This design comes from an exercise in tuning for small area, a short achievable clock period and few clock cycles per item on the open sky130 flow, not from production work.
Function was checked by simulation only, so behaviour that the tests miss may differ from the original.
Power and IR drop assume default switching activity.

== main ==
// software_timer_bank
module software_timer_bank #(
  parameter int NUM_TIMERS = stb_pkg::NUM_TIMERS_DEF
) (
  input  logic                          clk,
  input  logic                          rst,
  input  logic                          in_valid,
  output logic                          in_stall,
  input  logic [stb_pkg::ACTION_W-1:0]  action,
  input  logic [stb_pkg::INDEX_W-1:0]   timer_index,
  input  logic [stb_pkg::TICK_W-1:0]    period,
  input  logic                          periodic,
  output logic                          out_valid,
  input  logic                          out_stall,
  output logic [stb_pkg::STATUS_W-1:0]  status,
  output logic [stb_pkg::INDEX_W-1:0]   result_index,
  output logic [stb_pkg::TICK_W-1:0]    elapsed_ticks,
  output logic                          last
);
export LEC_CHECK = 0
export CAP_MARGIN = 20
export CORE_MARGIN = 2
export CORE_UTILIZATION = 50
export CTS_BUF_LIST = sky130_fd_sc_hd__clkbuf_8
export CTS_CLUSTER_DIAMETER = 50
export CTS_CLUSTER_SIZE = 16
export PLACE_DENSITY = 0.65
export SETUP_SLACK_MARGIN = 5
export SLEW_MARGIN = 20
export TNS_END_PERCENT = 0
create_clock -name core_clock -period 8.0 [get_ports {clk}]
run.sh (not shown) runs the stock make flow with config.mk's settings and CLKGATE_MAP_FILE= SYNTH_SCRIPT=/design/flow/synth_recipe.tcl, a recipe that flattens the netlist after the stock synthesis.
Testbench counts of main, summed over its fixed seeds: cycles 12,918, items 12,000.
Inputs modified between main and the feature branch:
Settings: PLACE_DENSITY: 0.65 -> 0.6; CORE_UTILIZATION: 50 -> 40; CTS_CLUSTER_SIZE: 16 -> 20; CTS_CLUSTER_DIAMETER: 50 -> 45.
### Flow results
Comparing main and the feature branch, the higher post-detailed-routing wire length was measured on the feature branch.
Final weighted congestion in routability-driven placement delta for the feature branch relative to main: 0.027 lower
The feature branch — hold slack 15 ps lower, main as reference
The lower pin count of the biggest net entering global routing came out of the feature branch.
For count of clock-buffer cells in the layout, dividing the value from main by the value from the feature branch gives 0.841.
Relative to main, the worst setup slack of the feature branch is higher by 41 ps.
On fraction of standard cell area in multi-input logic, the lower figure sits with the feature branch, not main.
| proportion of power drawn by combinational gates | lower: the feature branch |

* * *

Another version of the RTL of software_timer_bank (not shown whole).
For scale: about 3200 cells after synthesis, roughly 760 flip-flops, about 86 I/O pins, ~0.037 sq mm of cells after synthesis.
clock: 8.0 ns
lec_check: 0
cap_margin: 20
core_margin: 2
core_utilization: 40
place_density: 0.6
setup_slack_margin: 5
slew_margin: 20
tns_end_percent: 0
The baseline passed the timing, design-rule and antenna checks.
Testbench counts at the start, summed over its fixed seeds: cycles 12,893, items 12,000.
==> next run, changes <==
--- a/flow/config.mk
+++ b/flow/config.mk
@@ -9,6 +9,5 @@
 export CORE_MARGIN = 2
-export CORE_UTILIZATION = 40
-export PLACE_DENSITY = 0.6
+export CORE_UTILIZATION = 60
+export PLACE_DENSITY = 0.7
 export SETUP_SLACK_MARGIN = 5
 export SLEW_MARGIN = 20
-export TNS_END_PERCENT = 0
Result:
- combinational power rises by 46%
- count of clock-buffer cells in the layout shrinks by 14
- sequential share of layout area shrinks by 5.7 points
- wire length rose by 20%
- worst setup slack degrades by 160 ps
- die area shrinks by 33%
- power increases by 12%
- sequential cell count does not change
==> next run, changes <==
--- a/flow/config.mk
+++ b/flow/config.mk
@@ -9,4 +9,4 @@
 export CORE_MARGIN = 2
-export CORE_UTILIZATION = 60
-export PLACE_DENSITY = 0.7
+export CORE_UTILIZATION = 40
+export PLACE_DENSITY = 0.6
 export SETUP_SLACK_MARGIN = 5
Result:
- total power grows by 1.2%
- cell count grows by 9.3%
- flip-flop and latch count stays the same
- clock skew grows by 13 ps
- maximum frequency climbs by about 1.8%
- synthesized area does not change
- first-iteration DRC count shrinks by 16%

* * *

RTL: one of the versions met above, not the one the previous note started from.
Size: about 840 flip-flops, about 38000 um^2 of cells after synthesis.
export LEC_CHECK = 0
export CAP_MARGIN = 20
export CORE_MARGIN = 2
export CORE_UTILIZATION = 50
export CTS_BUF_LIST = sky130_fd_sc_hd__clkbuf_8
export CTS_CLUSTER_DIAMETER = 50
export CTS_CLUSTER_SIZE = 14
export PLACE_DENSITY = 0.65
export SETUP_SLACK_MARGIN = 5
export SLEW_MARGIN = 20
export TNS_END_PERCENT = 0
create_clock -name core_clock -period 8.0 [get_ports {clk}]
Testbench counts at the start, summed over its fixed seeds: cycles 12,918, items 12,000.
Change:
Settings changed: CORE_UTILIZATION 50 to 40, CTS_CLUSTER_SIZE 14 to 18, PLACE_DENSITY 0.65 to 0.6.
Power increases slightly.
Fmax came out higher by a few percent.
Hold slack loses 0.0083 ns.
Via count is lower by a few percent.
Core utilization falls by 11 points.
Change:
Settings changed: CTS_BUF_LIST sky130_fd_sc_hd__clkbuf_8 to unset, CTS_CLUSTER_DIAMETER 50 to unset, CTS_CLUSTER_SIZE 18 to unset.
Outcome: Register-to-register slack hardly moves; final area came out higher by about 2.4%; power grows by 12%; worst setup slack gains 0.028 ns.

==> static timing again, ports no longer ideal <==
The flow's constraints put no driver on any port. The routed layouts listed below were extracted and timed again, unchanged, in two steps. Step 1 sets driving cells, clkbuf_16 on the clock port and buf_2 on the other inputs (assumed; they add their load-dependent delay and slew). Step 2 times the ports against the registers' clock, not the clock port: input delays grow and output delays shrink by t, the midpoint of the rising clock arrivals with the driver on. Slacks: ideal / step 1 / step 2; pairs: ideal / step 1.
| run | t, ns | setup WS [ns] | worst hold slack (ns) | pins driven straight from the clock port |
|---|---|---|---|---|
| main | 0.780 | 4.158 / 4.158 / 3.411 | 0.459 / 0.459 / 0.459 | 1 |
| the feature branch | 0.810 | 4.199 / 4.199 / 3.474 | 0.444 / 0.444 / 0.444 | 1 |
| the first run of note 2 | 0.699 | 3.879 / 3.879 / 3.351 | 0.455 / 0.455 / 0.455 | 1 |
| the second run of note 2 | 0.705 | 3.724 / 3.724 / 3.724 | 0.466 / 0.466 / 0.466 | 1 |
| the third run of note 2 | 0.732 | 3.799 / 3.799 / 3.799 | 0.443 / 0.443 / 0.443 | 1 |
| the first run of note 3 | 0.760 | 4.112 / 4.112 / 3.460 | 0.455 / 0.455 / 0.455 | 1 |
| the second run of note 3 | 0.800 | 4.208 / 4.230 / 3.430 | 0.446 / 0.446 / 0.446 | 1 |
| the third run of note 3 | 0.732 | 4.236 / 4.258 / 3.527 | 0.441 / 0.441 / 0.441 | 1 |
After both steps setup and hold are still met in every run listed. For the second run of note 3, which loses most, drivers alone change the setup slack by +0.022 ns; drivers and shift together by -0.778 ns.
